Source: an optimization exercise on an open RTL-to-GDS flow (aim: small area). Production flows keep margins and buffers that such runs may drop. Function was checked by simulation only, so behaviour that the tests miss may differ from the original. Power figures rest on the tool's default switching activity, not on a simulated workload.

// lab_probe_trace
module lab_probe_trace #(
    parameter int NCH   = 8,
    parameter int W     = 16,
    parameter int DEPTH = 16,
    localparam int AW   = $clog2(DEPTH)
) (
    input  logic               i_lab_clk,
    input  logic               i_lab_reset,
    input  logic               i_step_clk,
    input  logic [NCH*W-1:0]   i_probe_in,
    input  logic               i_arm,
    input  logic               i_stop,
    input  logic               i_trig_en,
    input  logic [2:0]         i_trig_ch,
    input  logic [W-1:0]       i_trig_val,
    input  logic [AW-1:0]      i_post_len,
    input  logic [AW-1:0]      i_rd_idx,
    output logic [NCH*W-1:0]   o_rd_data,
    output logic [AW:0]        o_count,
    output logic [1:0]         o_state,
    output logic               o_triggered,
    output logic [31:0]        o_step_cnt
);
    localparam logic [1:0] S_IDLE = 2'd0;
    localparam logic [1:0] S_RUN  = 2'd1;
    localparam logic [1:0] S_POST = 2'd2;
    localparam logic [1:0] S_DONE = 2'd3;
    logic [1:0]         r_state;
    logic [1:0]         w_stateNext;
    logic               r_stepS1;
    logic               r_stepS2;
    logic               r_stepD;
    logic               r_armD;
    logic               w_stepStrobe;
    logic               w_armRise;
    logic               w_capture;
    logic               w_startSession;
    logic               w_trigHit;
    logic [AW:0]        r_count;
    logic               r_triggered;
    logic [31:0]        r_stepCnt;
    logic               r_capD;
    logic [NCH*W-1:0]   r_sample;
    logic [NCH*W-1:0]   r_hist [DEPTH];
    logic [AW-1:0]      r_rdIdx;
    logic               r_rdValid;
    logic               r_trigEn;
    logic [7:0]         r_trigOh;        
    logic [W-1:0]       r_trigVal;
    logic [AW-1:0]      r_postCnt;
    logic [W-1:0]       w_trigSample;
    for (genvar b = 0; b < W; b++) begin : g_trig
        logic [2:0] w_tg;
        lpt_aoi222 u_aoi0 (
            .a0(r_trigOh[0]), .b0(i_probe_in[0*W+b]),
  ...
==> module lab_probe_trace, before the edit <==
module lab_probe_trace #(
    parameter int NCH   = 8,
    parameter int W     = 16,
    parameter int DEPTH = 16,
    localparam int AW   = $clog2(DEPTH)
) (
    input  logic               i_lab_clk,
    input  logic               i_lab_reset,
    input  logic               i_step_clk,
    input  logic [NCH*W-1:0]   i_probe_in,
    input  logic               i_arm,
    input  logic               i_stop,
    input  logic               i_trig_en,
    input  logic [2:0]         i_trig_ch,
    input  logic [W-1:0]       i_trig_val,
    input  logic [AW-1:0]      i_post_len,
    input  logic [AW-1:0]      i_rd_idx,
    output logic [NCH*W-1:0]   o_rd_data,
    output logic [AW:0]        o_count,
    output logic [1:0]         o_state,
    output logic               o_triggered,
    output logic [31:0]        o_step_cnt
);
    localparam logic [1:0] S_IDLE = 2'd0;
    localparam logic [1:0] S_RUN  = 2'd1;
    localparam logic [1:0] S_POST = 2'd2;
    localparam logic [1:0] S_DONE = 2'd3;
    logic [1:0]         r_state;
    logic [1:0]         w_stateNext;
    logic               r_stepS1;
    logic               r_stepS2;
    logic               r_stepD;
    logic               r_armD;
    logic               w_stepStrobe;
    logic               w_armRise;
    logic               w_capture;
    logic               w_startSession;
    logic               w_trigHit;
    logic [AW:0]        r_count;
    logic               r_triggered;
    logic [31:0]        r_stepCnt;
    logic               r_capD;
    logic [NCH*W-1:0]   r_sample;
    logic [NCH*W-1:0]   r_hist [DEPTH];
    logic [AW-1:0]      r_rdIdx;
    logic               r_rdValid;
    logic               r_trigEn;
    logic [7:0]         r_trigOh;        
    logic [W-1:0]       r_trigVal;
    logic [AW-1:0]      r_postCnt;
    logic [W-1:0]       w_trigSample;
    for (genvar b = 0; b < W; b++) begin : g_trig
        logic [2:0] w_tg;
        lpt_aoi222 u_aoi0 (
            .a0(r_trigOh[0]), .b0(i_probe_in[0*W+b]),
            .a1(r_trigOh[1]), .b1(i_probe_in[1*W+b]),
            .a2(r_trigOh[2]), .b2(i_probe_in[2*W+b]),
            .y (w_tg[0])
        );
        lpt_aoi222 u_aoi1 (
            .a0(r_trigOh[3]), .b0(i_probe_in[3*W+b]),
            .a1(r_trigOh[4]), .b1(i_probe_in[4*W+b]),
            .a2(r_trigOh[5]), .b2(i_probe_in[5*W+b]),
            .y (w_tg[1])
        );
        lpt_aoi22 u_aoi2 (
            .a0(r_trigOh[6]), .b0(i_probe_in[6*W+b]),
            .a1(r_trigOh[7]), .b1(i_probe_in[7*W+b]),
            .y (w_tg[2])
        );
        lpt_nand3 u_or (.a(w_tg), .y(w_trigSample[b]));
    end
    assign w_stepStrobe = r_stepS2 & ~r_stepD;
    assign w_armRise    = i_arm & ~r_armD;
    always_comb begin
        w_stateNext    = r_state;
        w_capture      = 1'b0;
        w_startSession = 1'b0;
        w_trigHit      = 1'b0;
        case (r_state)
            S_IDLE, S_DONE: begin
                if (w_armRise && !i_stop) begin
                    w_startSession = 1'b1;
                    w_stateNext    = S_RUN;
                end
            end
            S_RUN: begin
                w_capture = w_stepStrobe;
                if (w_stepStrobe && r_trigEn && (w_trigSample == r_trigVal)) begin
                    w_trigHit   = 1'b1;
                    w_stateNext = (r_postCnt == '0) ? S_DONE : S_POST;
                end
                if (i_stop) begin
                    w_stateNext = S_DONE;
                end
            end
            default: begin  
                w_capture = w_stepStrobe;
                if (w_stepStrobe && (r_postCnt == AW'(1))) begin
                    w_stateNext = S_DONE;
                end
                if (i_stop) begin
                    w_stateNext = S_DONE;
                end
            end
        endcase
    end
    always_ff @(posedge i_lab_clk or negedge i_lab_reset) begin
        if (!i_lab_reset) begin
            r_state     <= S_IDLE;
            r_stepS1    <= 1'b0;
            r_stepS2    <= 1'b0;
            r_stepD     <= 1'b0;
            r_armD      <= 1'b0;
            r_count     <= '0;
            r_triggered <= 1'b0;
            r_stepCnt   <= '0;
            r_capD      <= 1'b0;
            r_rdValid   <= 1'b0;
        end else begin
            r_state  <= w_stateNext;
            r_stepS1 <= i_step_clk;
            r_stepS2 <= r_stepS1;
            r_stepD  <= r_stepS2;
            r_armD   <= i_arm;
            r_capD   <= w_capture;
            if (w_stepStrobe) begin
                r_stepCnt <= r_stepCnt + 32'd1;
            end
            if (w_startSession) begin
                r_count     <= '0;
                r_triggered <= 1'b0;
            end else begin
                if (w_capture && !r_count[AW]) begin
                    r_count <= r_count + (AW+1)'(1);
                end
                if (w_trigHit) begin
                    r_triggered <= 1'b1;
                end
            end
            r_rdValid <= ({1'b0, i_rd_idx} < r_count);
        end
    end
    always_ff @(posedge i_lab_clk) begin
        if (w_startSession) begin
            r_trigEn  <= i_trig_en;
            for (int k = 0; k < 8; k++) begin
                r_trigOh[k] <= (i_trig_ch == 3'(k));
            end
            r_trigVal <= i_trig_val;
            r_postCnt <= i_post_len;
        end else if (w_capture && (r_state == S_POST)) begin
            r_postCnt <= r_postCnt - AW'(1);
        end
    end
    always_ff @(posedge i_lab_clk) begin
        r_rdIdx  <= i_rd_idx;
        r_sample <= i_probe_in;
    end
    always_ff @(posedge i_lab_clk) begin
        if (r_capD) begin
            r_hist[0] <= r_sample;
            for (int i = 1; i < DEPTH; i++) begin
                r_hist[i] <= r_hist[i-1];
            end
        end
    end
    logic [DEPTH-1:0]   w_rdSel;
    always_comb begin
        for (int i = 0; i < DEPTH; i++) begin
            w_rdSel[i] = r_rdValid && (r_rdIdx == AW'(i));
        end
    end
    for (genvar b = 0; b < NCH*W; b++) begin : g_rd
        logic [5:0] w_grp;
        for (genvar g = 0; g < 5; g++) begin : g_aoi
            lpt_aoi222 u_aoi (
                .a0(w_rdSel[3*g]),   .b0(r_hist[3*g][b]),
                .a1(w_rdSel[3*g+1]), .b1(r_hist[3*g+1][b]),
                .a2(w_rdSel[3*g+2]), .b2(r_hist[3*g+2][b]),
                .y (w_grp[g])
            );
        end
        lpt_nand2 u_last (.a(w_rdSel[15]), .b(r_hist[15][b]), .y(w_grp[5]));
        lpt_nand6 u_or (.a(w_grp), .y(o_rd_data[b]));
    end
    assign o_count     = r_count;
    assign o_state     = r_state;
    assign o_triggered = r_triggered;
    assign o_step_cnt  = r_stepCnt;
endmodule
==> module lpt_aoi22, before the edit <==
module lpt_aoi22 (
    input  logic a0, b0, a1, b1,
    output logic y
);
    assign y = ~((a0 & b0) | (a1 & b1));
endmodule
==> module lpt_nand3, before the edit <==
module lpt_nand3 (
    input  logic [2:0] a,
    output logic       y
);
    assign y = ~(&a);
endmodule
clock: 4.5 ns
lec_check: 0
cap_margin: 20
core_margin: 2
core_utilization: 65
place_density: 0.75
slew_margin: 20
synth_hierarchical: 1
standard.sh (not shown) runs the stock make flow with config.mk's settings and CLKGATE_MAP_FILE= SYNTH_SCRIPT=/design/flow/synth_recipe.tcl, a recipe that flattens the netlist after the stock synthesis.
==> flow/flow/run.sh <==
#!/bin/bash
set -euo pipefail
export BUFFER_PORTS_ARGS="-buffer_cell sky130_fd_sc_hd__buf_1"
export CTS_ARGS="-sink_clustering_enable -repair_clock_nets -dont_use_dummy_load -buf_list {sky130_fd_sc_hd__clkbuf_8} -sink_clustering_size 18 -sink_clustering_max_diameter 60"
bash standard.sh > standard_flow.log 2>&1
The starting point went through all stages and came out clean.
Change:
--- a/flow/design.v
+++ b/flow/design.v
@@ -46,28 +46,15 @@
     logic               r_rdValid;
     logic               r_trigEn;
-    logic [7:0]         r_trigOh;        
+    logic [2:0]         r_trigCh;
     logic [W-1:0]       r_trigVal;
     logic [AW-1:0]      r_postCnt;
     logic [W-1:0]       w_trigSample;
-    for (genvar b = 0; b < W; b++) begin : g_trig
-        logic [2:0] w_tg;
-        lpt_aoi222 u_aoi0 (
-            .a0(r_trigOh[0]), .b0(i_probe_in[0*W+b]),
-            .a1(r_trigOh[1]), .b1(i_probe_in[1*W+b]),
-            .a2(r_trigOh[2]), .b2(i_probe_in[2*W+b]),
-            .y (w_tg[0])
-        );
-        lpt_aoi222 u_aoi1 (
-            .a0(r_trigOh[3]), .b0(i_probe_in[3*W+b]),
-            .a1(r_trigOh[4]), .b1(i_probe_in[4*W+b]),
-            .a2(r_trigOh[5]), .b2(i_probe_in[5*W+b]),
-            .y (w_tg[1])
-        );
-        lpt_aoi22 u_aoi2 (
-            .a0(r_trigOh[6]), .b0(i_probe_in[6*W+b]),
-            .a1(r_trigOh[7]), .b1(i_probe_in[7*W+b]),
-            .y (w_tg[2])
-        );
-        lpt_nand3 u_or (.a(w_tg), .y(w_trigSample[b]));
+    always_comb begin
+        w_trigSample = '0;
+        for (int k = 0; k < 8; k++) begin
+            if (r_trigCh == 3'(k)) begin
+                w_trigSample = i_probe_in[(k % NCH) * W +: W];
+            end
+        end
     end
     assign w_stepStrobe = r_stepS2 & ~r_stepD;
@@ -145,7 +132,5 @@
         if (w_startSession) begin
             r_trigEn  <= i_trig_en;
-            for (int k = 0; k < 8; k++) begin
-                r_trigOh[k] <= (i_trig_ch == 3'(k));
-            end
+            r_trigCh  <= i_trig_ch;
             r_trigVal <= i_trig_val;
             r_postCnt <= i_post_len;
@@ -208,14 +193,2 @@
     assign y = ~(&a);
 endmodule
-module lpt_aoi22 (
-    input  logic a0, b0, a1, b1,
-    output logic y
-);
-    assign y = ~((a0 & b0) | (a1 & b1));
-endmodule
-module lpt_nand3 (
-    input  logic [2:0] a,
-    output logic       y
-);
-    assign y = ~(&a);
-endmodule
Sequential power hardly moves.
Sequential share of layout area grows by 0.27 points.
Final cell count goes down by 0.65%.
Power came out higher by 1.2%.
Cell area is lower by 0.57%.
Die area barely changes.
Worst hold slack is worse by 0.033 ns.
Count of clock-buffer cells in the layout decreases by 4.
Wire length went down by 0.46%.
Flip-flop and latch count shrinks by 5.

-- re-timing with driven ports --
How much do the figures lean on ideal ports? The routed layouts below were timed once more, with nothing changed but the port constraints. Step 1 (the two cells are an assumption about what drives the block):
set clk [get_ports {i_lab_clk}]
set_driving_cell -lib_cell sky130_fd_sc_hd__clkbuf_16 $clk
set_driving_cell -lib_cell sky130_fd_sc_hd__buf_2 [delete_from_list [all_inputs] $clk]
Step 2, shift: input delay + t, output delay - t, t = (earliest + latest rising clock arrival at the registers) / 2. This alone moves slack from input paths to output paths. Slacks: no drivers / after step 1 / after step 2; pairs: no drivers / after step 1.
run | t, ns | setup WS [ns] | worst setup path after step 2
the first run | 0.934 | 0.116 / 0.042 / 0.748 | register to register
the second run | 0.920 | 0.119 / 0.041 / 0.922 | register to register
After both steps setup and hold are still met in every run listed.
